From an optimization exercise on the open Yosys and OpenROAD flow, aimed at small area, a short achievable clock period and few clock cycles; shortcuts taken in it are not production practice.
Function was not checked in any run shown here: the RTL went through the layout flow alone.
No activity file was given, so power comes from the tool's default toggle rates.

--- design/flow/run.sh ---
#!/bin/bash
# synth_recipe.tcl (not shown) runs the flow's synth.tcl, then flattens the netlist and writes it again
# the make line also repeats each setting of config.mk as NAME=value (left out here)
make -C /OpenROAD-flow-scripts/flow DESIGN_CONFIG=/design/flow/config.mk WORK_HOME=/design/flow/orfs CLKGATE_MAP_FILE= SYNTH_SCRIPT=/design/flow/synth_recipe.tcl finish
--- design/flow/config.mk ---
export PLATFORM = sky130hd
export DESIGN_NAME = log2_latency_histogram_top
export DESIGN_NICKNAME = log2_latency_histogram_top
export VERILOG_FILES = /design/flow/design.v
export SDC_FILE = /design/flow/constraint.sdc
export NUM_CORES = 4
export LEC_CHECK = 0
export CAP_MARGIN = 20
export CORE_MARGIN = 2
export CORE_UTILIZATION = 40
export SETUP_SLACK_MARGIN = 5.0
export SLEW_MARGIN = 20
--- design/flow/constraint.sdc ---
create_clock -name core_clock -period 8.0 [get_ports {i_clk}]
set_input_delay 1.6000 -clock core_clock [delete_from_list [all_inputs] [get_ports {i_clk}]]
set_output_delay 1.6000 -clock core_clock [all_outputs]
set_load 0.01 [all_outputs]
--- design/flow/design.v ---
package l2lh_pkg;
    localparam int BUCKETS_DEF = 32;    
    localparam int LAT_W       = 32;    
    localparam int PCT_W       = 7;     
    localparam int SUM_W       = 64;    
    localparam int BOUND_W     = 33;    
    localparam int RANK_SCALE  = 100;   
    localparam int SCALE_W     = 7;     
    localparam int NQ_W        = 26;    
    localparam int DIV_STEPS   = 2;     
endpackage
module l2lh_add #(
    parameter int W = 32
) (
    input  logic [W-1:0] a,
    input  logic [W-1:0] b,
    input  logic         ci,
    output logic [W-1:0] s,
    output logic         co
);
    localparam int L = $clog2(W + 1);
    localparam int N = W + 1;                       
    logic [N*(L+1)-1:0] g;
    logic [N*(L+1)-1:0] p;
    assign g[N-1:0] = {a & b, ci};
    assign p[N-1:0] = {a ^ b, 1'b0};
    for (genvar l = 0; l < L; l++) begin : g_lvl
        for (genvar i = 0; i < N; i++) begin : g_node
            if (((i >> l) & 1) == 1) begin : g_op
                localparam int J = ((i >> l) << l) - 1;
                assign g[N*(l+1)+i] = g[N*l+i] | (p[N*l+i] & g[N*l+J]);
                assign p[N*(l+1)+i] = p[N*l+i] & p[N*l+J];
            end else begin : g_pass
                assign g[N*(l+1)+i] = g[N*l+i];
                assign p[N*(l+1)+i] = p[N*l+i];
            end
        end
    end
    assign s  = p[W:1] ^ g[N*L+W-1:N*L];
    assign co = g[N*L+W];
endmodule
module log2_latency_histogram_top #(
    parameter int BUCKETS = l2lh_pkg::BUCKETS_DEF
) (
    input  logic                         i_clk,
    input  logic                         i_rst_n,
    input  logic                         i_cfg_valid,
    output logic                         o_cfg_ready,
    input  logic                         i_cfg_enable,
    input  logic                         i_in_valid,
    output logic                         o_in_ready,
    input  logic                         i_action,
    input  logic [l2lh_pkg::LAT_W-1:0]   i_latency_ms,
    input  logic [l2lh_pkg::PCT_W-1:0]   i_percentile,
    output logic                         o_out_valid,
    input  logic                         i_out_ready,
    output logic [l2lh_pkg::LAT_W-1:0]   o_sample_count,
    output logic [l2lh_pkg::LAT_W-1:0]   o_mean_ms,
    output logic [l2lh_pkg::BOUND_W-1:0] o_percentile_bound_ms,
    output logic [l2lh_pkg::LAT_W-1:0]   o_max_ms
);
    localparam int LAT_W   = l2lh_pkg::LAT_W;
    localparam int PCT_W   = l2lh_pkg::PCT_W;
    localparam int BOUND_W = l2lh_pkg::BOUND_W;
    localparam int NQ_W    = l2lh_pkg::NQ_W;
    localparam int SC_W    = l2lh_pkg::SCALE_W;
    localparam int IDX_W   = 5;                     
    localparam int NCNT    = BUCKETS - 1;           
    localparam int DCYC    = LAT_W / 2;             
    localparam int TRDY    = PCT_W;                 
    localparam int DA      = TRDY + 1;              
    localparam int NPROBE  = IDX_W;                 
    localparam int NCORR   = 2 * NPROBE - 3;        
    localparam int DL      = DA + NCORR;            
    localparam int SDONE   = TRDY + 2 * NPROBE;     
    localparam int QLAST   = SDONE + 1;             
    localparam int QC_W    = 5;
    localparam int XW      = SC_W + 2;              
    localparam int DW      = LAT_W + 2;             
    logic                    r_rdy;
    logic                    r_enable;
    logic                    r_rst_q;               
    logic                    s0_v, s0_q, s0_rec;
    logic [LAT_W-1:0]        s0_lat;
    logic [PCT_W-1:0]        s0_pct;
    logic [LAT_W-1:0]        r_samples;
    logic [LAT_W-1:0]        r_sum_lo;
    logic [LAT_W-1:0]        r_sum_hi;              
    logic                    r_sum_c;
    logic [LAT_W-1:0]        r_peak;
    logic [NQ_W-1:0]         r_nq;                  
    logic [SC_W-1:0]         r_nm;                  
    logic [DL-1:0]           dl_v;
    logic [IDX_W-1:0]        dl_b [DL];
    logic [LAT_W-1:0]        r_cum [NCNT];
    logic                    q_busy;
    logic [QC_W-1:0]         q_cnt;
    logic                    q_n0;                  
    logic                    q_big;                 
    logic                    q_pz;                  
    logic [PCT_W-1:0]        q_p;
    logic [NQ_W-1:0]         q_nq;
    logic [SC_W-1:0]         q_nm;
    logic [LAT_W-1:0]        q_t;                   
    logic [SC_W:0]           q_cq;                  
    logic [SC_W-1:0]         q_r;                   
    logic [IDX_W-1:0]        q_idx;                 
    logic [IDX_W-1:0]        q_m;                   
    logic [LAT_W-1:0]        q_cj;                  
    logic [XW-1:0]           q_x;                   
    logic [2:0]              q_c0, q_c1;            
    logic                    q_up;                  
    logic                    q_lt;                  
    logic [LAT_W+1:0]        q_n3;                  
    logic [LAT_W-1:0]        q_rem;                 
    logic                    r_out_valid;
    logic [LAT_W-1:0]        r_o_count;
    logic [LAT_W-1:0]        r_o_mean;              
    logic [BOUND_W-1:0]      r_o_bound;
    logic [LAT_W-1:0]        r_o_max;
    logic                    w_acc;
    logic                    w_go;
    logic                    w_qgo;
    logic                    w_rec;
    logic                    w_take;
    logic                    w_s0q_next;
    logic                    w_busy_next;
    logic [IDX_W-1:0]        w_bidx;
    assign o_cfg_ready = 1'b1;
    assign o_in_ready  = r_rdy;
    assign w_acc       = i_in_valid && r_rdy;
    assign w_take      = r_out_valid && i_out_ready;
    assign w_go        = s0_v && !(s0_q && q_busy);
    assign w_qgo       = w_go && s0_q;
    assign w_rec       = s0_v && s0_rec;
    assign w_s0q_next  = w_acc ? i_action : (s0_v && s0_q && !w_go);
    assign w_busy_next = w_qgo || (q_busy && !w_take);
    always_comb begin
        w_bidx = '0;
        for (int i = 1; i < BUCKETS; i++) begin
            if (s0_lat[i]) w_bidx = IDX_W'(i);
        end
    end
    logic [LAT_W-1:0] w_lo_sum;
    logic             w_lo_c;
    logic [LAT_W-1:0] w_hi_inc;
    logic [LAT_W-1:0] w_n_inc;
    logic [NQ_W-1:0]  w_nq_inc;
    logic [LAT_W:0]   w_pk_d;
    logic             w_pk_gt;
    l2lh_add #(.W(LAT_W)) u_sum_lo (.a(r_sum_lo), .b(s0_lat), .ci(1'b0), .s(w_lo_sum), .co(w_lo_c));
    l2lh_add #(.W(LAT_W)) u_sum_hi (.a(r_sum_hi), .b('0), .ci(1'b1), .s(w_hi_inc), .co());
    l2lh_add #(.W(LAT_W)) u_n_inc  (.a(r_samples), .b('0), .ci(1'b1), .s(w_n_inc), .co());
    l2lh_add #(.W(NQ_W))  u_nq_inc (.a(r_nq), .b('0), .ci(1'b1), .s(w_nq_inc), .co());
    l2lh_add #(.W(LAT_W+1)) u_pk (.a({1'b0, r_peak}), .b({1'b1, ~s0_lat}), .ci(1'b1), .s(w_pk_d), .co());
    assign w_pk_gt = w_pk_d[LAT_W];
    logic              w_tb;
    logic [SC_W+2:0]   w_x0, w_x1, w_x2;
    logic [1:0]        w_c;
    logic [SC_W-1:0]   w_r_next;
    logic [LAT_W-1:0]  w_t_next;
    logic [SC_W+2:0]   w_rn;
    assign w_tb = q_p[PCT_W-1];
    assign w_rn = {2'b0, q_r, 1'b0};
    l2lh_add #(.W(SC_W+3)) u_x0 (.a(w_rn), .b(w_tb ? (SC_W+3)'(q_nm) : '0),
                                 .ci(1'b0), .s(w_x0), .co());
    l2lh_add #(.W(SC_W+3)) u_x1 (.a(w_rn), .b(w_tb ? (SC_W+3)'(q_nm) - (SC_W+3)'(100) : -(SC_W+3)'(100)),
                                 .ci(1'b0), .s(w_x1), .co());
    l2lh_add #(.W(SC_W+3)) u_x2 (.a(w_rn), .b(w_tb ? (SC_W+3)'(q_nm) - (SC_W+3)'(200) : -(SC_W+3)'(200)),
                                 .ci(1'b0), .s(w_x2), .co());
    always_comb begin
        if (!w_x2[SC_W+2]) begin
            w_c      = 2'd2;
            w_r_next = w_x2[SC_W-1:0];
        end else if (!w_x1[SC_W+2]) begin
            w_c      = 2'd1;
            w_r_next = w_x1[SC_W-1:0];
        end else begin
            w_c      = 2'd0;
            w_r_next = w_x0[SC_W-1:0];
        end
    end
    l2lh_add #(.W(LAT_W)) u_t (.a({q_t[LAT_W-2:0], 1'b0}), .b(w_tb ? LAT_W'(q_nq) : '0),
                               .ci(1'b0), .s(w_t_next), .co());
    logic [LAT_W+1:0]  w_r4;
    logic [LAT_W+1:0]  w_d1, w_d2, w_d3;
    logic              w_c1, w_c2, w_c3;
    logic [LAT_W+1:0]  w_n3;
    assign w_r4 = {q_rem, r_o_mean[LAT_W-1 -: 2]};
    l2lh_add #(.W(LAT_W+2)) u_d1 (.a(w_r4), .b(~{2'b0, r_o_count}), .ci(1'b1), .s(w_d1), .co(w_c1));
    l2lh_add #(.W(LAT_W+2)) u_d2 (.a(w_r4), .b(~{1'b0, r_o_count, 1'b0}), .ci(1'b1), .s(w_d2), .co(w_c2));
    l2lh_add #(.W(LAT_W+2)) u_d3 (.a(w_r4), .b(~q_n3), .ci(1'b1), .s(w_d3), .co(w_c3));
    l2lh_add #(.W(LAT_W+2)) u_n3 (.a({2'b0, r_o_count}), .b({1'b0, r_o_count, 1'b0}), .ci(1'b0), .s(w_n3), .co());
    function automatic logic [IDX_W-1:0] below_of(input logic [IDX_W-1:0] m);
        logic [IDX_W-1:0] r;
        for (int b = 0; b < IDX_W; b++) begin
            r[b] = |(m >> (b + 1));
        end
        below_of = r;
    endfunction
    function automatic logic le5(input logic [IDX_W-1:0] a, input logic [IDX_W-1:0] b);
        logic gt, eq;
        gt = 1'b0;
        eq = 1'b1;
        for (int k = IDX_W - 1; k >= 0; k--) begin
            gt = gt | (eq & a[k] & !b[k]);
            eq = eq & (a[k] == b[k]);
        end
        le5 = !gt;
    endfunction
    function automatic logic [2:0] pop7(input logic [6:0] c);
        logic [2:0] lo, hi;
        lo = 3'(c[0]) + 3'(c[1]) + 3'(c[2]) + 3'(c[3]);
        hi = 3'(c[4]) + 3'(c[5]) + 3'(c[6]);
        pop7 = lo + hi;
    endfunction
    logic [IDX_W-1:0]  w_j;
    logic [IDX_W-1:0]  w_j0, w_j1;                  
    logic [NCORR-1:0]  w_cm0, w_cm1;
    logic [QC_W-1:0]   w_k2;
    logic              w_rd;                        
    logic [XW-1:0]     w_x;
    always_comb begin
        w_j  = q_idx | below_of(q_m);
        w_j0 = q_idx | below_of(q_m >> 1);
        w_j1 = q_idx | q_m | below_of(q_m >> 1);
        w_k2 = q_cnt - QC_W'(TRDY);
        w_rd = !w_k2[0];
        for (int u = 0; u < NCORR; u++) begin
            w_cm0[u] = (QC_W'(u + 1) <= w_k2) && dl_v[DA-1+u] && le5(dl_b[DA-1+u], w_j0);
            w_cm1[u] = (QC_W'(u + 1) <= w_k2) && dl_v[DA-1+u] && le5(dl_b[DA-1+u], w_j1);
        end
        w_x  = XW'(q_cq) + XW'(q_lt ? q_c1 : q_c0);
    end
    logic [DW-1:0] w_ca, w_cb, w_cc, w_cs, w_cy, w_dd;
    logic          w_lt;
    assign w_ca = {2'b0, q_cj};
    assign w_cb = ~{2'b0, q_t};
    assign w_cc = ~{{(DW-XW){1'b0}}, q_x};
    assign w_cs = w_ca ^ w_cb ^ w_cc;
    assign w_cy = (w_ca & w_cb) | (w_ca & w_cc) | (w_cb & w_cc);
    l2lh_add #(.W(DW)) u_dd (.a(w_cs), .b({w_cy[DW-2:0], 1'b1}), .ci(!q_up), .s(w_dd), .co());
    assign w_lt = w_dd[DW-1];
    always_ff @(posedge i_clk) begin
        r_rst_q <= i_rst_n;
        if (!i_rst_n) begin
            r_rdy       <= 1'b1;
            r_enable    <= 1'b0;
            s0_v        <= 1'b0;
            q_busy      <= 1'b0;
            r_out_valid <= 1'b0;
        end else begin
            r_rdy <= !(w_s0q_next && w_busy_next);
            if (i_cfg_valid) begin
                r_enable <= i_cfg_enable;
            end
            if (w_acc) begin
                s0_v   <= 1'b1;
                s0_q   <= i_action;
                s0_rec <= !i_action && r_enable;
            end else if (w_go) begin
                s0_v   <= 1'b0;
            end
            q_busy <= w_busy_next;
            if (w_take) begin
                r_out_valid <= 1'b0;
            end
            if (q_busy && (q_cnt == QC_W'(QLAST - 1))) begin
                r_out_valid <= 1'b1;
            end
        end
        if (!r_rst_q) begin
            r_samples <= '0;
            r_sum_lo  <= '0;
            r_sum_hi  <= '0;
            r_sum_c   <= 1'b0;
            r_peak    <= '0;
            r_nq      <= '0;
            r_nm      <= '0;
            dl_v      <= '0;
        end else begin
            r_sum_c <= w_rec && w_lo_c;
            if (r_sum_c) begin
                r_sum_hi <= w_hi_inc;
            end
            if (w_rec) begin
                r_samples <= w_n_inc;
                r_sum_lo  <= w_lo_sum;
                if (w_pk_gt) begin
                    r_peak <= s0_lat;
                end
                if (r_nm == SC_W'(99)) begin
                    r_nm <= '0;
                    r_nq <= w_nq_inc;
                end else begin
                    r_nm <= r_nm + SC_W'(1);
                end
            end
            dl_v <= {dl_v[DL-2:0], w_rec};
        end
        if (w_acc) begin
            s0_lat <= i_latency_ms;
            s0_pct <= i_percentile;
        end
        dl_b[0] <= w_bidx;
        for (int k = 1; k < DL; k++) begin
            dl_b[k] <= dl_b[k-1];
        end
        if (w_qgo) begin
            q_cnt     <= '0;
            q_n0      <= (r_samples == '0);
            q_big     <= (s0_pct > PCT_W'(100));
            q_pz      <= (s0_pct == '0);
            q_p       <= s0_pct;
            q_nq      <= r_nq;
            q_nm      <= r_nm;
            q_t       <= '0;
            q_cq      <= '0;
            q_r       <= '0;
            q_idx     <= '0;
            q_m       <= IDX_W'(1) << (IDX_W - 1);
            q_lt      <= 1'b0;
            q_c0      <= '0;
            q_c1      <= '0;
            r_o_count <= r_samples;
            r_o_max   <= r_peak;
        end else if (q_busy && (q_cnt != QC_W'(QLAST))) begin
            q_cnt <= q_cnt + QC_W'(1);
            if (q_cnt < QC_W'(PCT_W)) begin
                q_t  <= w_t_next;
                q_r  <= w_r_next;
                q_cq <= {q_cq[SC_W-1:0], 1'b0} + (SC_W+1)'(w_c);
                q_p  <= {q_p[PCT_W-2:0], 1'b0};
            end
            if (q_cnt == '0) begin
                q_n3 <= w_n3;
                if (q_n0) begin
                    q_rem    <= '0;
                    r_o_mean <= '0;
                end else begin
                    q_rem    <= r_sum_hi;
                    r_o_mean <= r_sum_lo;
                end
            end else if ((q_cnt <= QC_W'(DCYC)) && !q_n0) begin
                if (w_c3) begin
                    q_rem    <= w_d3[LAT_W-1:0];
                    r_o_mean <= {r_o_mean[LAT_W-3:0], 2'd3};
                end else if (w_c2) begin
                    q_rem    <= w_d2[LAT_W-1:0];
                    r_o_mean <= {r_o_mean[LAT_W-3:0], 2'd2};
                end else if (w_c1) begin
                    q_rem    <= w_d1[LAT_W-1:0];
                    r_o_mean <= {r_o_mean[LAT_W-3:0], 2'd1};
                end else begin
                    q_rem    <= w_r4[LAT_W-1:0];
                    r_o_mean <= {r_o_mean[LAT_W-3:0], 2'd0};
                end
            end
            if ((q_cnt >= QC_W'(TRDY)) && (q_cnt < QC_W'(SDONE))) begin
                if (w_rd) begin
                    q_cj <= r_cum[w_j];
                    q_x  <= w_x;
                    q_up <= (q_r != '0) || q_pz;
                end else begin
                    q_lt  <= w_lt;
                    q_c0  <= pop7(w_cm0);
                    q_c1  <= pop7(w_cm1);
                    if (w_lt) begin
                        q_idx <= q_idx | q_m;
                    end
                    q_m <= q_m >> 1;
                end
            end
            if (q_cnt == QC_W'(SDONE)) begin
                if (q_n0) begin
                    r_o_bound <= '0;
                end else if (q_big) begin
                    r_o_bound <= {1'b0, r_o_max};
                end else begin
                    r_o_bound <= BOUND_W'(1) << ({1'b0, q_idx} + 6'd1);
                end
            end
        end
    end
    logic [NCNT-1:0] w_cinc;
    always_comb begin
        for (int i = 0; i < NCNT; i++) begin
            w_cinc[i] = dl_v[DA-1] && le5(dl_b[DA-1], IDX_W'(i));
        end
    end
    for (genvar i = 0; i < NCNT; i++) begin : g_cnt
        logic [LAT_W-1:0] q;
        logic [LAT_W-1:0] t;
        logic [7:0]       all1;
        logic [7:0]       cin;
        assign q = r_cum[i];
        always_comb begin
            for (int g = 0; g < 8; g++) begin
                all1[g] = &q[4*g +: 4];
            end
            cin[0] = w_cinc[i];
            for (int g = 1; g < 8; g++) begin
                cin[g] = cin[g-1] & all1[g-1];
            end
            for (int g = 0; g < 8; g++) begin
                t[4*g] = cin[g];
                for (int k = 1; k < 4; k++) begin
                    t[4*g+k] = t[4*g+k-1] & q[4*g+k-1];
                end
            end
        end
        always_ff @(posedge i_clk) begin
            if (!r_rst_q) begin
                r_cum[i] <= '0;
            end else begin
                r_cum[i] <= q ^ t;
            end
        end
    end
    assign o_out_valid           = r_out_valid;
    assign o_sample_count        = r_o_count;
    assign o_mean_ms             = r_o_mean;
    assign o_percentile_bound_ms = r_o_bound;
    assign o_max_ms              = r_o_max;
endmodule
==> results of run 1 <==
## critical path: cells and delay by family (launching register included)
kind / cells / cell delay, ps
flops: 1 / 370
compound gates: 2 / 420
simple gates: 5 / 550
fa+ha+maj: 6 / 2460
buf+inv: 2 / 140
mux: 1 / 60
## synthesized netlist by cell type, types with 205 or more instances
cell type and n:
dfxtp_1 1313, and2_1 1143, ha_1 1070, nand2_1 417, inv_1 374, nor2_1 333, xor2_1 329, edfxtp_1 321
nand4_1 284, clkbuf_1 267, o21ai_0 210, a21oi_1 205
## cell families (layout without fill, tap and decap cells)
kind of cell	Yosys count	in the layout	synth area share, %
and+or+nand+nor	2738	2744	18.2
DFF	1634	1634	43.6
other	1	5	0.00455
xor gates and xnor gates	493	493	5.24
buffers and inverters	723	1486	3.43
AOI/OAI and AO/OA	1229	1230	10.7
muxes	88	88	1.10
adders and majority gates	1148	1148	17.8
## path summary, 6_finish.rpt
path / slack (ps) / endpoint / from / cells past startpoint
worst max-delay path: 3930 / q_c0[1] / q_m[4] / 16
worst min register to register: 330 / dl_b[7][0] / dl_b[6][0] / 0
worst min-delay path: 330 / dl_b[7][0] / dl_b[6][0] / 0
worst max register to register: 3930 / q_c0[1] / q_m[4] / 16
## state kept, by name (all words and copies together) (netlist names), 33 cells and up
register / cells
r_cum: 992
dl_b: 70
q_n3: 34
r_o_bound: 33
## power breakdown
| part | switching, W | internal (W) |
|---|---|---|
| Combinational | 0.00126 | 0.00101 |
| Clock | 0.00358 | 0.00490 |
| Sequential | 0.000203 | 0.00859 |
| Total | 0.00504 | 0.0145 |
## metrics by stage
stage	util, %	instances	total power, W
CTS	48.0	11300	0.0194
finish	51.1	11500	0.0195
global placement	42.7	10600	0.0106
global route	51.1	11500	0.0202
detailed placement	42.7	10700	0.0107
floorplan	-	8054	0.0102
## layer usage
layer	wire (um)	track usage [%]
met3	23300	5.25
met1	114000	32.2
met5	33	0
met4	11900	8.28
met2	119000	36.7
## what timing repair did
| item | CTS | global route |
|---|---|---|
| gates resized for setup | 1181 | 948 |
| setup buffers | 302 | 185 |
| endpoints found under the setup margin | 830 | 648 |
| cloned | 16 | 22 |
| pin swaps | 223 | 340 |
## cell type report
cell class                      instances  area [um2]  share of cell area [%]
Clock inverter                         66         756                   0.722
Inverter                              376        1470                    1.41
Clock buffer                          268        5300                    5.06
Tap cell                             2688        3360                    3.21
Antenna cell                            4        10.0                 0.00957
Sequential cell                      1634       36000                    34.4
Timing Repair Buffer                  776        7630                    7.29
Multi-Input combinational cell       5704       50100                    47.9
==> flow_summary.ini, run 1 <==
[status]
status = timing/DRC/antenna clean

[sta]
whs_ps = 325
tightest_slew_ps = 1200
final_hold_viol_count = 0
period_needed_ps = 4070
period_share_pct = 50.9
tns_ps = 0
setup_viol = 0
rsz0062_at_grt = true
maxClockFrequency_ghz = 0.246
finalWorstSetupSlack_ps = 3930
slew_headroom_pct = 19.9
finClkSkew_ps = 59.5
slew_viol_final = 0

[worst_setup_path]
cp_slowest_cell = fa_2
crit_path_max_incr_delay_ps = 520
worst_setup_path_start_kind = flip-flop
worst_ep_arrival_time_ps = 4830
critPathMaxFanout = 5
path_cells = or3_4, buf_6, nor2_4, and2_4, a21oi_2, nor2_1, maj3_2, maj3_2, a211o_1, fa_1, fa_1, inv_2, fa_2, fa_2, mux2i_1, nor2_1
endpoint_kind = flip-flop
critPathKind = reg -> reg
required_ps = 8760

[power]
cellPowerDensity_nw_per_um2 = 187
ir_worst_vdd_v = 0.000142
p_leak_nw = 47.5

[floorplanning]
core_area_um2 = 205000
die_h_um = 458
ioPinCount = 178
initial_core_util_pct = 40.3
die_x_um = 458
dieArea_um2 = 210000
fp-row-count = 166

[job]
max-cap-violations = 0

[clocking]
htreeDepth = 4
ctsLongestPathBuffers = 3
cts_buffers = 177
cts.clk_slew.worst_paths_ps = 60
worstSkewPairLatency_ps = 850
hold_buffers = 0
cts.sinks = 1634
cts_tree = yes
cts-root-buf = clkbuf_16

[drt]
totalWireLength_um = 268000
vias = 64400
drt-initial-drc-count = 6143
firstDrtPassIters = 9
wl_per_cell_um = 23.3
drc_errors = 0
vias_per_cell = 5.59
ant_nets = 0

[yosys]
synth_edf_count = 321
yosys-top-cells-area = dfxtp_1 (32%), ha_1 (16%), edfxtp_1 (12%)
synth_cell_types = 92
syn_nets = 9218
yosys_register_bits = 1634
ys_seq_area_share_pct = 43.6
syn_inst = 8054
avgSynthCellArea_um2 = 10.2
synth_top_area_share_pct = 31.9
dominantRegCellSynth = dfxtp_1
ys_warn_count = 7
yosysTopAreaCell = dfxtp_1
ys_async_sr_fraction_pct = 0
syn-cell-area_um2 = 82500

[placement]
placed_cell_area_um2 = 87400
placement.setup.worst_slack_ps = 3260
hpwlAfterDp_um = 181000
routabilityCongestion = 0.957
io_buffers = 176

[grt]
grt_pass1_vias = 60900
grtUsageTotal_pct = 23.6
grt.overflow.total = 0
grt_start_max_net_pins = 330
grt_pass1_wl_um = 379000
antenna_found_initial = 11

[layout]
layout_common_cells = dfxtp_1 (1,286), and2_1 (1,099), ha_1 (869), nand2_1 (383), buf_4 (368)
areaGrowthSynthToFinish_pct = 26.9
nNetsFinal = 9833
layout_commonest_cell = dfxtp_1
drive_above_1_share_pct = 22.7
n_fill_cell = 17900
finish.instance_area_um2 = 105000

[min_path]
hp-class = reg -> reg
==> run 2: changes to the inputs <==
==> design/flow/flow/run.sh (new file) <==
#!/bin/bash
# The standard layout, with plain buffers (not delay cells) on the ports.
set -euo pipefail
bash standard.sh finish BUFFER_PORTS_ARGS="-buffer_cell sky130_fd_sc_hd__buf_2" > standard_flow.log 2>&1
==> design/flow/standard.sh (new file) <==
#!/bin/bash
# synth_recipe.tcl (not shown) runs the flow's synth.tcl, then flattens the netlist and writes it again
# the make line also repeats each setting of config.mk as NAME=value (left out here)
make -C /OpenROAD-flow-scripts/flow DESIGN_CONFIG=/design/flow/config.mk WORK_HOME=/design/flow/orfs CLKGATE_MAP_FILE= SYNTH_SCRIPT=/design/flow/synth_recipe.tcl "${@:-finish}"
removed: design/flow/run.sh
==> run 2 against run 1 <==
Synthesized cell count unchanged. Non-clock buffer count decreased by 20. Setup slack improved by 5.8 ps. Global-route usage increased by 0.31 points. Largest power group unchanged. Synthesized area unchanged. Critical endpoint is now q_cj[22]. Sequential share of layout area increased by 0.33 points. Still clean. Wire length increased by 0.13%. Fmax increased by 0.14%.
==> flow_summary.ini, run 2 <==
[power]
intPower_w = 0.0147
netSwitchingFraction_pct = 25.6
p_sw_w = 0.00506
power_frac_clock_pct = 43.7
p_leak_nw = 47.4
combPwrFrac_pct = 11.7
ir_worst_vdd_v = 0.000171
power_frac_seq_pct = 44.5
cellPowerDensity_nw_per_um2 = 191

[layout]
final_cells = 11500
top_regs = r_cum: 992 flops, dl_b: 70 flops, q_n3: 34 flops
finish.instance_area_um2 = 104000
nNetsFinal = 9815
layout_common_cells = dfxtp_1 (1,290), and2_1 (1,095), ha_1 (896), nand2_1 (382), buf_4 (375)
largest_reg_flops = 992
regMostFlops = r_cum
layout_commonest_cell = dfxtp_1
areaGrowthSynthToFinish_pct = 25.6
drive_above_1_share_pct = 22.4
utilization_pct = 50.6

[yosys]
yosysTopAreaCell = dfxtp_1
ys_async_sr_fraction_pct = 0
avgSynthCellArea_um2 = 10.2
synthTopCellsByCount = dfxtp_1 (1,313), and2_1 (1,143), ha_1 (1,070)
yosys-top-cells-area = dfxtp_1 (32%), ha_1 (16%), edfxtp_1 (12%)
synth_edf_count = 321
yosys_register_bits = 1634
ys_warn_count = 7
syn_inst = 8054
yosysMostFrequentCell = dfxtp_1
syn-cell-area_um2 = 82500
synth_top_area_share_pct = 31.9
synth_cell_types = 92
syn_nets = 9218
dominantRegCellSynth = dfxtp_1
ys_seq_area_share_pct = 43.6

[worst_setup_path]
worst_ep_arrival_time_ps = 4660
r2r-start = q_m[3]
required_ps = 8590
endpoint_kind = flip-flop
crit_start = q_m[3]
r2r_end = q_cj[22]
worstSetupEndpoint = q_cj[22]
worst-r2r-cell-count = 15
reg2reg_slack_ps = 3940
worst_setup_path_start_kind = flip-flop
critPathMaxFanout = 5
critPathKind = reg -> reg

[drt]
totalWireLength_um = 268000
wl_per_cell_um = 23.4
vias = 64500
vias_per_cell = 5.61
drc_errors = 0
drt-initial-drc-count = 6359
ant_nets = 0
firstDrtPassIters = 10

[sta]
slew_headroom_pct = 13.4
finalWorstSetupSlack_ps = 3940
setup_viol = 0
tns_ps = 0
final_hold_viol_count = 0
rsz0062_at_grt = true
finClkSkew_ps = 52.0
period_share_pct = 50.8
period_needed_ps = 4060
tightest_slew_ps = 1300
maxClockFrequency_ghz = 0.246
slew_viol_final = 0

[floorplanning]
die_h_um = 458
initial_core_util_pct = 40.3
core_area_um2 = 205000
dieArea_um2 = 210000
ioPinCount = 178
die_x_um = 458
fp-row-count = 166

[clocking]
cts_buffers = 179
cts_tree = yes
ctsLongestPathBuffers = 3
cts.clk_slew.worst_paths_ps = 60
worstSkewPairLatency_ps = 870
cts-root-buf = clkbuf_16
cts.sinks = 1634
htreeDepth = 4

[grt]
grtUsageTotal_pct = 23.9
grt_start_max_net_pins = 306
grt.overflow.total = 0
antenna_found_initial = 6
grt_pass1_vias = 61700
grt_pass1_wl_um = 383000

[placement]
routabilityCongestion = 0.950
placed_cell_area_um2 = 86500
dp_cells = 10600
placement.setup.worst_slack_ps = 3130
io_buffers = 176
hpwlAfterDp_um = 179000

[min_path]
min_path_cells = 0
hp-class = reg -> reg

[status]
status = timing/DRC/antenna clean

[job]
max-cap-violations = 0
run 2: changes by cell type in the layout (fill, tap and decap cells not counted), sizes merged:
cell	change
a31o	+1
and2	-1
buf	+28
bufbuf	-2
bufinv	+9
clkbuf	-12
clkdlybuf4s50	-45
clkinv	-3
clkinvlp	-5
diode	-1
inv	+5
nor2	+1
o21ai	-1
run 2: area by class of cell:
cell class / instances / area [um2]
Fill cell: 18100 / 101000
Multi-Input combinational cell: 5704 / 49600
Sequential cell: 1634 / 36000
Timing Repair Buffer: 756 / 7100
Clock buffer: 257 / 5120
Tap cell: 2688 / 3360
Inverter: 376 / 1470
Clock inverter: 72 / 1010
Antenna cell: 3 / 7.51
run 2: how the worst min path moves through the flow:
| stage | startpoint | end |
|---|---|---|
| final | dl_b[0][1] | dl_b[1][1] |
| after global routing | dl_b[0][1] | dl_b[1][1] |
| after CTS | dl_b[0][1] | dl_b[1][1] |
| after detailed placement | dl_b[1][1] | dl_b[2][1] |
| after global placement | dl_b[1][0] | dl_b[2][0] |
| after floorplan | dl_b[0][0] | dl_b[1][0] |
run 2: kinds of logic (layout without fill, tap and decap cells):
group                      count (synthesis)  count (layout)  synth area share [%]
AOI/OAI and AO/OA                       1229            1230                  10.7
xor gates and xnor gates                 493             493                  5.24
adders and majority gates               1148            1148                  17.8
DFF                                     1634            1634                  43.6
other                                      1               4               0.00455
muxes                                     88              88                  1.10
and+or+nand+nor                         2738            2744                  18.2
buffers and inverters                    723            1461                  3.43
run 2: routing by layer:
| metal | wire length (um) | part of all wire (%) | track usage, % | vias to the layer above |
|---|---|---|---|---|
| li1 | - | - | - | 30000 |
| met1 | 112000 | 42 | 32.3 | 31400 |
| met2 | 118000 | 44 | 37.2 | 2509 |
| met3 | 24400 | 9.1 | 5.12 | 664 |
| met4 | 13100 | 4.9 | 9.44 | 4 |
| met5 | 195 | 0.073 | 0 | - |
run 2: through the flow:
step,total power [W],hold slack (ps)
2_1_floorplan,0.0102,310
3_3_place_gp,0.0106,313
3_5_place_dp,0.0107,312
4_1_cts,0.0196,295
5_1_grt,0.0204,311
6_report,0.0197,301
run 2: critical path: stages (launching register included):
cell and delay (ps):
dfxtp_4 340, or3_4 420, buf_4 150, buf_6 110, buf_4 140, buf_4 140
a21oi_4 150, buf_12 130, buf_4 110, nor2_4 50, buf_12 150, buf_12 150
a222oi_1 1100, o211ai_1 240, nor4_2 320, a21oi_1 110
run 2: power by group through the flow:
stage	Clock (W)	Sequential [W]	Combinational [W]
CTS	0.00878	0.00878	0.00202
floorplan	0	0.00889	0.00131
finish	0.00864	0.00880	0.00231
detailed placement	0	0.00897	0.00169
global route	0.00909	0.00881	0.00254
global placement	0	0.00896	0.00164
run 2: what timing repair did:
| item | in CTS | in global routing |
|---|---|---|
| resized for setup | 669 | 781 |
| hold buffers | 0 | 0 |
| pin swaps | 248 | 345 |
| setup endpoints to repair | 843 | 735 |
| setup buffers | 265 | 207 |
| cloned | 20 | 20 |
==> run 3: changes to the inputs <==
--- a/design/flow/config.mk
+++ b/design/flow/config.mk
@@ -9,4 +9,4 @@
 export CORE_MARGIN = 2
 export CORE_UTILIZATION = 40
-export SETUP_SLACK_MARGIN = 5.0
+export SETUP_SLACK_MARGIN = 4.5
 export SLEW_MARGIN = 20
==> run 3 against run 2 <==
First-iteration DRC count decreased by 4.4%. Final area shrank 6.3%. Total power fell by 1.3%. Critical endpoint is now q_c1[1]. Register-to-register slack better by 90 ps. Hold slack improved by 24 ps. Still clean on timing, DRC and antenna. Fmax rose by 2.3%. Sequential share of layout area is 2.3 points higher. Wire length fell by 4.8%.
==> flow_summary.ini, run 3 <==
[worst_setup_path]
worstSetupEndpoint = q_c1[1]
path_cells = or3_4, nor3_4, and2_4, a21oi_2, nor2_1, maj3_2, maj3_2, a211o_1, fa_1, fa_1, inv_1, fa_2, fa_2, mux2i_1, nor2_1
worst_ep_arrival_time_ps = 4740
r2r_end = q_c1[1]
reg2reg_slack_ps = 4030
endpoint_kind = flip-flop
critPathMaxFanout = 4
required_ps = 8770
cp_slowest_cell = fa_1
critPathKind = reg -> reg
crit_start = q_m[4]
crit_cells = 15
worst_setup_path_start_kind = flip-flop
worst-r2r-cell-count = 15
r2r-start = q_m[4]
critPathTopFamily = adder cells
crit_path_max_incr_delay_ps = 520
path_buf_inv = 1

[floorplanning]
initial_core_util_pct = 40.3
die_h_um = 458
die_x_um = 458
ioPinCount = 178
dieArea_um2 = 210000
fp-row-count = 166
core_area_um2 = 205000

[layout]
top_regs = r_cum: 992 flops, dl_b: 70 flops, q_n3: 34 flops
layout_common_cells = dfxtp_1 (1,296), and2_1 (1,142), ha_1 (1,054), nand2_1 (409), inv_1 (363)
regMostFlops = r_cum
nNetsFinal = 9533
seq_area_um2 = 36000
multi_input_area_um2 = 46100
finish.instance_area_um2 = 97000
layout_commonest_cell = dfxtp_1
largest_reg_flops = 992
n_fill_cell = 18800
areaGrowthSynthToFinish_pct = 17.7
drive_above_1_share_pct = 14.0

[grt]
grt_pass1_wl_um = 373000
grtUsageTotal_pct = 23.3
grt_pass1_vias = 60200
grt.overflow.total = 0
antenna_found_initial = 9
grt_start_max_net_pins = 302

[placement]
io_buffers = 176
placement.setup.worst_slack_ps = 3290
routabilityCongestion = 0.932
placed_cell_area_um2 = 86300
hpwlAfterDp_um = 180000

[sta]
period_needed_ps = 3970
slew_viol_final = 0
tns_ps = 0
finClkSkew_ps = 35.8
tightest_slew_ps = 1160
setup_viol = 0
finalWorstSetupSlack_ps = 4030
rsz0062_at_grt = true
period_share_pct = 49.6
slew_headroom_pct = 21.8
maxClockFrequency_ghz = 0.252
final_hold_viol_count = 0

[job]
max-cap-violations = 0

[power]
p_leak_nw = 45.2
cellPowerDensity_nw_per_um2 = 201
ir_worst_vdd_v = 0.000174

[drt]
totalWireLength_um = 256000
vias = 62400
drt-initial-drc-count = 6079
vias_per_cell = 5.57
wl_per_cell_um = 22.8
drc_errors = 0
firstDrtPassIters = 9
ant_nets = 0

[yosys]
synth_edf_count = 321
syn_nets = 9218
synth_cell_types = 92
dominantRegCellSynth = dfxtp_1
syn_inst = 8054
ys_seq_area_share_pct = 43.6
syn-cell-area_um2 = 82500
ys_async_sr_fraction_pct = 0
yosys-top-cells-area = dfxtp_1 (32%), ha_1 (16%), edfxtp_1 (12%)
yosysTopAreaCell = dfxtp_1
ys_warn_count = 7
synth_top_area_share_pct = 31.9
synthTopCellsByCount = dfxtp_1 (1,313), and2_1 (1,143), ha_1 (1,070)
yosys_register_bits = 1634
avgSynthCellArea_um2 = 10.2
yosysMostFrequentCell = dfxtp_1

[clocking]
worstSkewPairLatency_ps = 840
cts_tree = yes
cts_buffers = 177
cts-root-buf = clkbuf_16
htreeDepth = 4
cts.clk_slew.worst_paths_ps = 70
ctsLongestPathBuffers = 3
cts.sinks = 1634
hold_buffers = 0

[status]
status = timing/DRC/antenna clean

[min_path]
hp-class = reg -> reg
run 3: logic make-up (layout without fill, tap and decap cells):
kind of cell / Yosys count / count (layout) / share of synthesized area, %
AND/OR/NAND/NOR: 2738 / 2745 / 18.2
buffers and inverters: 723 / 1183 / 3.43
adder cells (fa/ha/maj): 1148 / 1148 / 17.8
flip-flops: 1634 / 1634 / 43.6
multiplexers: 88 / 88 / 1.10
other: 1 / 5 / 0.00455
AO/OA/AOI/OAI: 1229 / 1230 / 10.7
XOR/XNOR: 493 / 493 / 5.24
run 3: timing repair:
action / 4_1_cts / 5_1_grt
gates resized for setup: 306 / 231
endpoints found under the setup margin: 469 / 210
pin swaps: 83 / 106
cloned: 10 / 13
buffers inserted: 116 / 92
run 3: stage by stage:
| step | power [W] | hold WS (ps) | std cells | utilization (%) |
|---|---|---|---|---|
| final | 0.0195 | 325 | 11200 | 47.4 |
| after global placement | 0.0106 | 311 | 10600 | 42.1 |
| after detailed placement | 0.0106 | 312 | 10600 | 42.1 |
| after floorplan | 0.0102 | 310 | 8054 | - |
| after global routing | 0.0202 | 327 | 11200 | 47.4 |
| after CTS | 0.0195 | 326 | 11100 | 46.4 |
run 3: final cells by class:
class,instances,area share [%]
tap,2688,3.47
multi-input combinational,5705,47.5
timing repair buffer,475,4.03
sequential,1634,37.1
clock buffer,261,5.44
inverter,376,1.47
clock inverter,71,0.976
antenna,4,0.0103
run 3: report_power, final:
group          total (W)  leakage, nW  switching, W  internal [W]
clock network    0.00875         3.08       0.00352       0.00523
logic            0.00196         28.6       0.00114      0.000821
registers        0.00879         13.5      0.000198       0.00859
total             0.0195         45.2       0.00485        0.0146
run 3: worst min path at each step:
stage                           from    endpoint  slack, ps  depth (start not counted)
after CTS                 dl_b[6][0]  dl_b[7][0]        330                          0
after floorplan           dl_b[0][0]  dl_b[1][0]        310                          0
final                     dl_b[1][1]  dl_b[2][1]        330                          0
after global routing      dl_b[5][4]  dl_b[6][4]        330                          0
after global placement    dl_b[2][1]  dl_b[3][1]        310                          0
after detailed placement  dl_b[1][3]  dl_b[2][3]        310                          0
run 3: layer usage:
layer / GRT usage (%) / share of wire (%) / up-vias / wire, um
met3: 5.00 / 8.2 / 516 / 20900
met4: 8.77 / 4.1 / 8 / 10400
met1: 31.8 / 44 / 30400 / 111000
li1: - / - / 29400 / -
met2: 36.1 / 44 / 2136 / 113000
met5: 0 / 0.050 / - / 127
==> run 4: changes to the inputs <==
--- a/design/flow/design.v
+++ b/design/flow/design.v
@@ -40,4 +40,39 @@
     assign co = g[N*L+W];
 endmodule
+module l2lh_carry #(
+    parameter int W = 32
+) (
+    input  logic [W-1:0] a,
+    input  logic [W-1:0] b,
+    input  logic         ci,
+    output logic         co
+);
+    localparam int N = W + 1;
+    localparam int L = $clog2(N);
+    localparam int M = 1 << L;
+    logic [M-1:0] g [L+1];
+    logic [M-1:0] t [L+1];
+    always_comb begin
+        g[0] = '0;
+        t[0] = '0;
+        g[0][0] = ci;
+        for (int i = 0; i < W; i++) begin
+            g[0][i+1] = a[i] & b[i];
+            t[0][i+1] = a[i] | b[i];
+        end
+        for (int i = N; i < M; i++) begin
+            t[0][i] = 1'b1;
+        end
+        for (int l = 0; l < L; l++) begin
+            g[l+1] = '0;
+            t[l+1] = '0;
+            for (int i = 0; i < (M >> (l + 1)); i++) begin
+                g[l+1][i] = g[l][2*i+1] | (t[l][2*i+1] & g[l][2*i]);
+                t[l+1][i] = t[l][2*i+1] & t[l][2*i];
+            end
+        end
+        co = g[L][0];
+    end
+endmodule
 module log2_latency_histogram_top #(
     parameter int BUCKETS = l2lh_pkg::BUCKETS_DEF
@@ -107,7 +142,9 @@
     logic [IDX_W-1:0]        q_idx;                 
     logic [IDX_W-1:0]        q_m;                   
+    logic [IDX_W-1:0]        q_j0, q_j1;            
     logic [LAT_W-1:0]        q_cj;                  
     logic [XW-1:0]           q_x;                   
-    logic [2:0]              q_c0, q_c1;            
+    logic [2:0]              q_c0l, q_c1l;          
+    logic [1:0]              q_c0h, q_c1h;          
     logic                    q_up;                  
     logic                    q_lt;                  
@@ -188,7 +225,15 @@
     logic [LAT_W+1:0]  w_n3;
     assign w_r4 = {q_rem, r_o_mean[LAT_W-1 -: 2]};
-    l2lh_add #(.W(LAT_W+2)) u_d1 (.a(w_r4), .b(~{2'b0, r_o_count}), .ci(1'b1), .s(w_d1), .co(w_c1));
-    l2lh_add #(.W(LAT_W+2)) u_d2 (.a(w_r4), .b(~{1'b0, r_o_count, 1'b0}), .ci(1'b1), .s(w_d2), .co(w_c2));
-    l2lh_add #(.W(LAT_W+2)) u_d3 (.a(w_r4), .b(~q_n3), .ci(1'b1), .s(w_d3), .co(w_c3));
+    l2lh_add #(.W(LAT_W+2)) u_d1 (.a(w_r4), .b(~{2'b0, r_o_count}), .ci(1'b1), .s(w_d1), .co());
+    l2lh_add #(.W(LAT_W+2)) u_d2 (.a(w_r4), .b(~{1'b0, r_o_count, 1'b0}), .ci(1'b1), .s(w_d2), .co());
+    l2lh_add #(.W(LAT_W+2)) u_d3 (.a(w_r4), .b(~q_n3), .ci(1'b1), .s(w_d3), .co());
+    l2lh_carry #(.W(LAT_W+2)) u_c1 (.a(w_r4), .b(~{2'b0, r_o_count}), .ci(1'b1), .co(w_c1));
+    l2lh_carry #(.W(LAT_W+2)) u_c2 (.a(w_r4), .b(~{1'b0, r_o_count, 1'b0}), .ci(1'b1), .co(w_c2));
+    l2lh_carry #(.W(LAT_W+2)) u_c3 (.a(w_r4), .b(~q_n3), .ci(1'b1), .co(w_c3));
+    logic [LAT_W-1:0] w_rem_n;
+    logic [1:0]       w_qd;
+    assign w_rem_n = w_c2 ? (w_c3 ? w_d3[LAT_W-1:0] : w_d2[LAT_W-1:0])
+                          : (w_c1 ? w_d1[LAT_W-1:0] : w_r4[LAT_W-1:0]);
+    assign w_qd    = {w_c2, w_c3 | (w_c1 & !w_c2)};
     l2lh_add #(.W(LAT_W+2)) u_n3 (.a({2'b0, r_o_count}), .b({1'b0, r_o_count, 1'b0}), .ci(1'b0), .s(w_n3), .co());
     function automatic logic [IDX_W-1:0] below_of(input logic [IDX_W-1:0] m);
@@ -222,5 +267,5 @@
     logic [XW-1:0]     w_x;
     always_comb begin
-        w_j  = q_idx | below_of(q_m);
+        w_j  = q_lt ? q_j1 : q_j0;
         w_j0 = q_idx | below_of(q_m >> 1);
         w_j1 = q_idx | q_m | below_of(q_m >> 1);
@@ -231,5 +276,5 @@
             w_cm1[u] = (QC_W'(u + 1) <= w_k2) && dl_v[DA-1+u] && le5(dl_b[DA-1+u], w_j1);
         end
-        w_x  = XW'(q_cq) + XW'(q_lt ? q_c1 : q_c0);
+        w_x  = XW'(q_cq) + XW'(q_lt ? q_c1l : q_c0l) + XW'(q_lt ? q_c1h : q_c0h);
     end
     logic [DW-1:0] w_ca, w_cb, w_cc, w_cs, w_cy, w_dd;
@@ -240,6 +285,7 @@
     assign w_cs = w_ca ^ w_cb ^ w_cc;
     assign w_cy = (w_ca & w_cb) | (w_ca & w_cc) | (w_cb & w_cc);
-    l2lh_add #(.W(DW)) u_dd (.a(w_cs), .b({w_cy[DW-2:0], 1'b1}), .ci(!q_up), .s(w_dd), .co());
-    assign w_lt = w_dd[DW-1];
+    logic          w_dd_c;
+    l2lh_carry #(.W(DW-1)) u_dd (.a(w_cs[DW-2:0]), .b({w_cy[DW-3:0], 1'b1}), .ci(!q_up), .co(w_dd_c));
+    assign w_lt = w_cs[DW-1] ^ w_cy[DW-2] ^ w_dd_c;
     always_ff @(posedge i_clk) begin
         r_rst_q <= i_rst_n;
@@ -299,6 +345,6 @@
             dl_v <= {dl_v[DL-2:0], w_rec};
         end
+        s0_lat <= i_latency_ms;
         if (w_acc) begin
-            s0_lat <= i_latency_ms;
             s0_pct <= i_percentile;
         end
@@ -321,6 +367,10 @@
             q_m       <= IDX_W'(1) << (IDX_W - 1);
             q_lt      <= 1'b0;
-            q_c0      <= '0;
-            q_c1      <= '0;
+            q_c0l     <= '0;
+            q_c1l     <= '0;
+            q_c0h     <= '0;
+            q_c1h     <= '0;
+            q_j0      <= IDX_W'((1 << (IDX_W - 1)) - 1);
+            q_j1      <= IDX_W'((1 << (IDX_W - 1)) - 1);
             r_o_count <= r_samples;
             r_o_max   <= r_peak;
@@ -343,17 +393,6 @@
                 end
             end else if ((q_cnt <= QC_W'(DCYC)) && !q_n0) begin
-                if (w_c3) begin
-                    q_rem    <= w_d3[LAT_W-1:0];
-                    r_o_mean <= {r_o_mean[LAT_W-3:0], 2'd3};
-                end else if (w_c2) begin
-                    q_rem    <= w_d2[LAT_W-1:0];
-                    r_o_mean <= {r_o_mean[LAT_W-3:0], 2'd2};
-                end else if (w_c1) begin
-                    q_rem    <= w_d1[LAT_W-1:0];
-                    r_o_mean <= {r_o_mean[LAT_W-3:0], 2'd1};
-                end else begin
-                    q_rem    <= w_r4[LAT_W-1:0];
-                    r_o_mean <= {r_o_mean[LAT_W-3:0], 2'd0};
-                end
+                q_rem    <= w_rem_n;
+                r_o_mean <= {r_o_mean[LAT_W-3:0], w_qd};
             end
             if ((q_cnt >= QC_W'(TRDY)) && (q_cnt < QC_W'(SDONE))) begin
@@ -364,6 +403,10 @@
                 end else begin
                     q_lt  <= w_lt;
-                    q_c0  <= pop7(w_cm0);
-                    q_c1  <= pop7(w_cm1);
+                    q_c0l <= 3'(w_cm0[0]) + 3'(w_cm0[1]) + 3'(w_cm0[2]) + 3'(w_cm0[3]);
+                    q_c1l <= 3'(w_cm1[0]) + 3'(w_cm1[1]) + 3'(w_cm1[2]) + 3'(w_cm1[3]);
+                    q_c0h <= 2'(w_cm0[4]) + 2'(w_cm0[5]) + 2'(w_cm0[6]);
+                    q_c1h <= 2'(w_cm1[4]) + 2'(w_cm1[5]) + 2'(w_cm1[6]);
+                    q_j0  <= w_j0;
+                    q_j1  <= w_j1;
                     if (w_lt) begin
                         q_idx <= q_idx | q_m;
==> run 4 against run 3 <==
Largest cell class unchanged. Via count rose by 3.7%. Combinational power is 14% higher. Clock-buffer cell count decreased by 15. The layout now fails its checks (max-slew violations). Critical path type unchanged.
==> flow_summary.ini, run 4 <==
[status]
status = complete, but fails checks
failed_checks = max-slew violations

[sta]
maxClockFrequency_ghz = 0.273
rsz0062_at_grt = true
period_share_pct = 45.8
slew_headroom_pct = -5.85
period_needed_ps = 3670
finClkSkew_ps = 56.5
slew_viol_final = 100
tns_ps = 0
setup_viol = 0
final_hold_viol_count = 0
tightest_slew_ps = 1590
finalWorstSetupSlack_ps = 4330

[worst_setup_path]
worst-r2r-cell-count = 16
r2r_end = q_n3[32]
worstSetupEndpoint = q_n3[32]
cp_slowest_cell = edfxtp_1
worst_ep_arrival_time_ps = 4220
crit_path_max_incr_delay_ps = 480
path_cells = ha_2, inv_2, fa_2, nor2b_1, o21a_1, o21ai_2, a31oi_1, buf_4, o211ai_1, a21oi_2, nor2_2, a2111oi_4, o21a_1, nor2_2, fa_1, xnor2_1
crit_start = r_o_count[1]
worst_setup_path_start_kind = flip-flop
endpoint_kind = flip-flop
r2r-start = r_o_count[1]
required_ps = 8550
reg2reg_slack_ps = 4330
critPathMaxFanout = 4
critPathKind = reg -> reg

[grt]
grt.overflow.total = 0
grtUsageTotal_pct = 25.2
grt_pass1_wl_um = 402000
antenna_found_initial = 10
grt_pass1_vias = 62900
grt_start_max_net_pins = 302

[yosys]
synth_top_area_share_pct = 32.8
syn_nets = 9513
syn_inst = 8288
ys_warn_count = 13
yosys_register_bits = 1648
synth_edf_count = 289
synth_cell_types = 99
ys_seq_area_share_pct = 43.2
dominantRegCellSynth = dfxtp_1
synthTopCellsByCount = dfxtp_1 (1,359), ha_1 (1,133), and2_1 (812)
syn-cell-area_um2 = 83000
yosysTopAreaCell = dfxtp_1
yosysMostFrequentCell = dfxtp_1
avgSynthCellArea_um2 = 10.0
ys_async_sr_fraction_pct = 0
yosys-top-cells-area = dfxtp_1 (33%), ha_1 (17%), edfxtp_1 (10%)

[layout]
areaGrowthSynthToFinish_pct = 15.8
layout_commonest_cell = dfxtp_1
regMostFlops = r_cum
nNetsFinal = 9744
drive_above_1_share_pct = 12.0
top_regs = r_cum: 992 flops, dl_b: 70 flops, q_n3: 34 flops
n_fill_cell = 19100
finish.instance_area_um2 = 96200
layout_common_cells = dfxtp_1 (1,344), ha_1 (1,121), and2_1 (806), nor2_1 (576), nand2_1 (424)
final_cells = 11400
largest_reg_flops = 992

[floorplanning]
die_x_um = 460
fp-row-count = 167
dieArea_um2 = 211000
ioPinCount = 178
die_h_um = 460
initial_core_util_pct = 40.2
core_area_um2 = 207000

[drt]
firstDrtPassIters = 8
vias = 64700
ant_nets = 0
drc_errors = 0
vias_per_cell = 5.69
totalWireLength_um = 274000
wl_per_cell_um = 24.1
drt-initial-drc-count = 6844

[placement]
placement.setup.worst_slack_ps = 2810
hpwlAfterDp_um = 197000
io_buffers = 176
placed_cell_area_um2 = 86900
dp_cells = 10900
routabilityCongestion = 0.959

[min_path]
hold_path_startpoint = dl_b[4][4]
min_path_cells = 0
hp-class = reg -> reg

[job]
max-cap-violations = 0

[clocking]
hold_buffers = 0
cts_tree = yes
cts-root-buf = clkbuf_16
worstSkewPairLatency_ps = 860
htreeDepth = 4
cts.sinks = 1648
cts.clk_slew.worst_paths_ps = 60
ctsLongestPathBuffers = 3
cts_buffers = 178

[power]
ir_worst_vdd_v = 0.000230
p_leak_nw = 43.0
cellPowerDensity_nw_per_um2 = 206
==> run 4: metrics by stage <==
step	power (W)	util (%)	hold slack [ps]
after global routing	0.0206	46.5	332
after detailed placement	0.0110	42.1	312
after floorplan	0.0104	-	310
after global placement	0.0110	42.0	313
after CTS	0.0198	45.8	327
final	0.0199	46.5	325
==> run 4: metal layers <==
| layer | global-route usage, % | up-vias | routed length (um) |
|---|---|---|---|
| met5 | 0 | - | 47 |
| met4 | 11.1 | 6 | 13400 |
| met3 | 4.71 | 645 | 23000 |
| met2 | 39.5 | 2540 | 121000 |
| met1 | 33.8 | 31500 | 116000 |
| li1 | - | 30000 | - |
==> run 4: cell families after synthesis <==
| group | count (synthesis) | share of synthesized area, % |
|---|---|---|
| buffers and inverters | 742 | 3.47 |
| AOI/OAI and AO/OA | 1345 | 11.3 |
| muxes | 36 | 0.448 |
| xor gates and xnor gates | 498 | 5.25 |
| and+or+nand+nor | 2803 | 17.6 |
| adders and majority gates | 1215 | 18.6 |
| DFF | 1648 | 43.2 |
| other | 1 | 0.00452 |
==> run 4: layout make-up <==
cell class	instances	area [um2]	area share, %
inverters	402	1530	1.59
repair buffers	389	2760	2.87
diodes	2	5.00	0.00520
flip-flops and latches	1648	35900	37.4
clock buffers	246	5110	5.32
clock inverters	82	1090	1.13
well taps	2704	3380	3.52
multi-input cells	5900	46400	48.2
==> run 4: repair_timing <==
item / CTS / global route
buffers inserted: 54 / 75
endpoints found under the setup margin: 538 / 197
pin swaps: 32 / 94
gates resized for setup: 231 / 182
cloned: 4 / 1
==> run 4: worst max-delay path: cells and delay by family, from the launching register on <==
family,cells,cell delay (ps)
compound gates,7,1350
simple gates,3,250
xor+xnor,1,140
flops,1,480
fa+ha+maj,3,950
buf+inv,2,210
==> run 4: worst min path at each step <==
stage	endpoint	slack, ps
global route	dl_b[6][3]	330
global placement	dl_b[3][3]	310
detailed placement	dl_b[3][4]	310
CTS	dl_b[5][4]	330
floorplan	dl_b[1][0]	310
finish	dl_b[5][4]	330
==> run 4: power by group <==
group / total, W / switching (W) / internal, W
clock network: 0.00872 / 0.00368 / 0.00503
registers: 0.00890 / 0.000231 / 0.00867
logic: 0.00224 / 0.00137 / 0.000870
==> run 5: changes to the inputs <==
--- a/design/flow/design.v
+++ b/design/flow/design.v
@@ -103,5 +103,5 @@
     localparam int NCNT    = BUCKETS - 1;           
     localparam int DCYC    = LAT_W / 2;             
-    localparam int TRDY    = PCT_W;                 
+    localparam int TRDY    = PCT_W - 1;             
     localparam int DA      = TRDY + 1;              
     localparam int NPROBE  = IDX_W;                 
@@ -116,4 +116,5 @@
     logic                    r_enable;
     logic                    r_rst_q;               
+    logic                    r_rst_q2, r_rst_q3;    
     logic                    s0_v, s0_q, s0_rec;
     logic [LAT_W-1:0]        s0_lat;
@@ -121,6 +122,5 @@
     logic [LAT_W-1:0]        r_samples;
     logic [LAT_W-1:0]        r_sum_lo;
-    logic [LAT_W-1:0]        r_sum_hi;              
-    logic                    r_sum_c;
+    logic [LAT_W-1:0]        r_sum_hi;
     logic [LAT_W-1:0]        r_peak;
     logic [NQ_W-1:0]         r_nq;                  
@@ -236,5 +236,5 @@
                           : (w_c1 ? w_d1[LAT_W-1:0] : w_r4[LAT_W-1:0]);
     assign w_qd    = {w_c2, w_c3 | (w_c1 & !w_c2)};
-    l2lh_add #(.W(LAT_W+2)) u_n3 (.a({2'b0, r_o_count}), .b({1'b0, r_o_count, 1'b0}), .ci(1'b0), .s(w_n3), .co());
+    l2lh_add #(.W(LAT_W+2)) u_n3 (.a({2'b0, r_samples}), .b({1'b0, r_samples, 1'b0}), .ci(1'b0), .s(w_n3), .co());
     function automatic logic [IDX_W-1:0] below_of(input logic [IDX_W-1:0] m);
         logic [IDX_W-1:0] r;
@@ -289,5 +289,7 @@
     assign w_lt = w_cs[DW-1] ^ w_cy[DW-2] ^ w_dd_c;
     always_ff @(posedge i_clk) begin
-        r_rst_q <= i_rst_n;
+        r_rst_q  <= i_rst_n;
+        r_rst_q2 <= r_rst_q;
+        r_rst_q3 <= r_rst_q2;
         if (!i_rst_n) begin
             r_rdy       <= 1'b1;
@@ -320,5 +322,4 @@
             r_sum_lo  <= '0;
             r_sum_hi  <= '0;
-            r_sum_c   <= 1'b0;
             r_peak    <= '0;
             r_nq      <= '0;
@@ -326,6 +327,5 @@
             dl_v      <= '0;
         end else begin
-            r_sum_c <= w_rec && w_lo_c;
-            if (r_sum_c) begin
+            if (w_rec && w_lo_c) begin
                 r_sum_hi <= w_hi_inc;
             end
@@ -358,10 +358,18 @@
             q_big     <= (s0_pct > PCT_W'(100));
             q_pz      <= (s0_pct == '0);
-            q_p       <= s0_pct;
+            q_p       <= {s0_pct[PCT_W-2:0], 1'b0};
             q_nq      <= r_nq;
             q_nm      <= r_nm;
-            q_t       <= '0;
+            q_t       <= s0_pct[PCT_W-1] ? LAT_W'(r_nq) : '0;
             q_cq      <= '0;
-            q_r       <= '0;
+            q_r       <= s0_pct[PCT_W-1] ? r_nm : '0;
+            q_n3      <= w_n3;
+            if (r_samples == '0) begin
+                q_rem    <= '0;
+                r_o_mean <= '0;
+            end else begin
+                q_rem    <= r_sum_hi;
+                r_o_mean <= r_sum_lo;
+            end
             q_idx     <= '0;
             q_m       <= IDX_W'(1) << (IDX_W - 1);
@@ -377,5 +385,5 @@
         end else if (q_busy && (q_cnt != QC_W'(QLAST))) begin
             q_cnt <= q_cnt + QC_W'(1);
-            if (q_cnt < QC_W'(PCT_W)) begin
+            if (q_cnt < QC_W'(PCT_W - 1)) begin
                 q_t  <= w_t_next;
                 q_r  <= w_r_next;
@@ -383,14 +391,5 @@
                 q_p  <= {q_p[PCT_W-2:0], 1'b0};
             end
-            if (q_cnt == '0) begin
-                q_n3 <= w_n3;
-                if (q_n0) begin
-                    q_rem    <= '0;
-                    r_o_mean <= '0;
-                end else begin
-                    q_rem    <= r_sum_hi;
-                    r_o_mean <= r_sum_lo;
-                end
-            end else if ((q_cnt <= QC_W'(DCYC)) && !q_n0) begin
+            if ((q_cnt < QC_W'(DCYC)) && !q_n0) begin
                 q_rem    <= w_rem_n;
                 r_o_mean <= {r_o_mean[LAT_W-3:0], w_qd};
@@ -453,6 +452,8 @@
             end
         end
+        logic rst_n_c;
+        assign rst_n_c = (i < NCNT / 2) ? r_rst_q2 : r_rst_q3;
         always_ff @(posedge i_clk) begin
-            if (!r_rst_q) begin
+            if (!rst_n_c) begin
                 r_cum[i] <= '0;
             end else begin
--- a/design/flow/config.mk
+++ b/design/flow/config.mk
@@ -8,5 +8,8 @@
 export CAP_MARGIN = 20
 export CORE_MARGIN = 2
-export CORE_UTILIZATION = 40
+export CORE_UTILIZATION = 55
+export CTS_BUF_LIST = sky130_fd_sc_hd__clkbuf_8
+export CTS_CLUSTER_DIAMETER = 50
+export CTS_CLUSTER_SIZE = 16
 export SETUP_SLACK_MARGIN = 4.5
 export SLEW_MARGIN = 20
==> run 5 against run 4 <==
The run now finishes clean. Wire length fell by 5.1%. Flip-flop and latch count fell by 7. Clock skew rose by 25 ps. Via count fell by 2.0%. Critical endpoint is now r_sum_hi[28].
==> flow_summary.ini, run 5 <==
[yosys]
yosysMostFrequentCell = dfxtp_1
yosys_register_bits = 1641
dominantRegCellSynth = dfxtp_1
synth_top_area_share_pct = 31.3
synthTopCellsByCount = dfxtp_1 (1,315), ha_1 (1,150), and2_1 (1,066)
syn_inst = 8261
syn-cell-area_um2 = 84000
synth_cell_types = 95
ys_warn_count = 13
syn_nets = 9503
avgSynthCellArea_um2 = 10.2
yosysTopAreaCell = dfxtp_1
synth_edf_count = 326
ys_seq_area_share_pct = 43.0
yosys-top-cells-area = dfxtp_1 (31%), ha_1 (17%), edfxtp_1 (12%)
ys_async_sr_fraction_pct = 0

[clocking]
ctsLongestPathBuffers = 3
htreeDepth = 4
hold_buffers = 0
cts_buffers = 165
cts.sinks = 1641
cts_tree = yes
worstSkewPairLatency_ps = 960
cts-root-buf = clkbuf_8
cts.clk_slew.worst_paths_ps = 90

[power]
power_frac_seq_pct = 53.2
cellPowerDensity_nw_per_um2 = 172
combPwrFrac_pct = 8.7
netSwitchingFraction_pct = 26.9
p_leak_nw = 45.5
ir_worst_vdd_v = 0.000144
intPower_w = 0.0120
power_frac_clock_pct = 38.1
p_sw_w = 0.00441

[grt]
grtUsageTotal_pct = 32.6
antenna_found_initial = 13
grt_pass1_wl_um = 387000
grt.overflow.total = 0
grt_pass1_vias = 60900
grt_start_max_net_pins = 273

[floorplanning]
die_h_um = 395
die_x_um = 395
initial_core_util_pct = 55.3
ioPinCount = 178
fp-row-count = 143
core_area_um2 = 152000
dieArea_um2 = 156000

[sta]
finalWorstSetupSlack_ps = 3670
maxClockFrequency_ghz = 0.231
tightest_slew_ps = 1060
tns_ps = 0
rsz0062_at_grt = true
finClkSkew_ps = 81.8
slew_headroom_pct = 29.5
setup_viol = 0
period_needed_ps = 4330
slew_viol_final = 0
final_hold_viol_count = 0
period_share_pct = 54.1

[worst_setup_path]
reg2reg_slack_ps = 3670
r2r-start = r_sum_lo[1]
critPathKind = reg -> reg
endpoint_kind = flip-flop
worst_ep_arrival_time_ps = 5100
critPathMaxFanout = 3
r2r_end = r_sum_hi[28]
worst_setup_path_start_kind = flip-flop
crit_start = r_sum_lo[1]
worst-r2r-cell-count = 23
worstSetupEndpoint = r_sum_hi[28]
required_ps = 8770

[placement]
placement.setup.worst_slack_ps = 2920
io_buffers = 176
hpwlAfterDp_um = 188000
routabilityCongestion = 0.911

[drt]
vias_per_cell = 5.92
wl_per_cell_um = 24.2
ant_nets = 0
totalWireLength_um = 260000
vias = 63400
firstDrtPassIters = 10
drc_errors = 0
drt-initial-drc-count = 5397

[layout]
areaGrowthSynthToFinish_pct = 13.4
top_regs = r_cum: 992 flops, dl_b: 65 flops
largest_reg_flops = 992
layout_commonest_cell = dfxtp_1
nNetsFinal = 9781
n_fill_cell = 13000
regMostFlops = r_cum
drive_above_1_share_pct = 13.7
layout_common_cells = dfxtp_1 (1,274), ha_1 (1,123), and2_1 (1,057), nand2_1 (440), inv_1 (411)

[status]
status = timing/DRC/antenna clean

[job]
max-cap-violations = 0

[min_path]
hp-class = reg -> reg
## run 5: metrics by stage
stage | instances | area (um2) | total power (W) | utilization [%] | hold WS, ps
2_1_floorplan | 8261 | 84100 | 0.00976 | - | 310
3_3_place_gp | 10200 | 87000 | 0.0101 | 57.4 | 311
3_5_place_dp | 10200 | 87100 | 0.0102 | 57.4 | 312
4_1_cts | 10600 | 93400 | 0.0164 | 61.6 | 304
5_1_grt | 10700 | 95200 | 0.0170 | 62.7 | 322
6_report | 10700 | 95200 | 0.0164 | 62.7 | 314
## run 5: layout make-up
cell class                      instances  area (um2)  share of cell area [%]
Multi-Input combinational cell       5862       47500                    49.9
Sequential cell                      1641       36200                    38.1
Timing Repair Buffer                  447        3360                    3.53
Tap cell                             2030        2540                    2.67
Clock buffer                          176        2420                    2.54
Inverter                              422        1610                    1.69
Clock inverter                        135        1530                    1.61
Antenna cell                            5        12.5                  0.0131
## run 5: worst min-delay path by stage
stage | from | end | slack (ps) | depth (start not counted)
after global routing | dl_b[0][4] | dl_b[1][4] | 320 | 0
final | dl_b[3][3] | dl_b[4][3] | 310 | 0
after detailed placement | dl_b[0][1] | dl_b[1][1] | 310 | 0
after global placement | dl_b[2][3] | dl_b[3][3] | 310 | 0
after CTS | dl_b[0][4] | dl_b[1][4] | 300 | 0
after floorplan | dl_b[0][0] | dl_b[1][0] | 310 | 0
## run 5: timing repair
item	CTS	global route
gates cloned	3	4
setup buffers	96	91
setup endpoints to repair	541	241
resized for setup	318	242
pin swaps	83	113
## run 5: metal layers
layer	wire, um	GRT usage [%]	up-vias
met2	115000	50.8	2207
met4	8850	10.6	16
li1	-	-	29900
met5	107	0	-
met3	21100	5.48	428
met1	115000	46.1	30900
## run 5: logic make-up after synthesis
kind of cell               synth area share (%)
adders and majority gates                  18.6
muxes                                     0.955
buffers and inverters                      3.47
AOI/OAI and AO/OA                          11.1
DFF                                        43.0
other                                   0.00447
and+or+nand+nor                            17.8
xor gates and xnor gates                   5.03
## run 5: power by group through the flow
stage / combinational (W) / sequential [W] / clock, W
2_1_floorplan: 0.000925 / 0.00884 / 0
3_3_place_gp: 0.00123 / 0.00891 / 0
3_5_place_dp: 0.00125 / 0.00891 / 0
4_1_cts: 0.00135 / 0.00871 / 0.00635
5_1_grt: 0.00157 / 0.00873 / 0.00668
6_report: 0.00142 / 0.00871 / 0.00625
## run 5: critical path, cell delays in order (launching register included)
cell	delay, ps
dfxtp_2	350
ha_4	220
a21o_1	170
a21o_1	210
a2111oi_4	340
o22ai_2	140
o211a_1	280
o21ai_4	170
o21ai_2	100
a41o_1	220
o21ai_2	140
nand2b_1	90
fa_2	370
and3_4	190
and4_4	160
and4_4	170
nand4_4	80
nor2_4	50
and2_4	150
and3_4	180
buf_4	120
nand2_1	60
xor2_1	150
nor2_1	50

[re-timing with driven ports]
No port has a modelled driver above. Below, the same layouts with a new extraction and two added sets of constraints. Step 1, drivers: a clkbuf_16 drives i_clk and a buf_2 each remaining input, both assumed. Step 2 moves the port delays by t, midway between the first and last clock arrival at a register: inputs arrive t later, outputs are due t later. That takes back most of the time a late clock gives input paths. Slacks: ideal ports / drivers / drivers and shift; pairs: ideal ports / drivers.
run | shift t [ns] | setup WS [ns] | worst setup path after step 2 | slew at the worst register clock pin (ns)
run 1 | 0.905 | 3.931 / 3.931 / 3.931 | register to register | 0.07 / 0.07
run 2 | 0.930 | 3.937 / 3.937 / 3.937 | register to register | 0.07 / 0.07
run 3 | 0.904 | 4.029 / 4.029 / 4.029 | register to register | 0.07 / 0.07
run 4 | 0.920 | 4.333 / 4.333 / 4.333 | register to register | 0.07 / 0.07
run 5 | 1.002 | 3.673 / 3.673 / 3.673 | register to register | 0.10 / 0.10
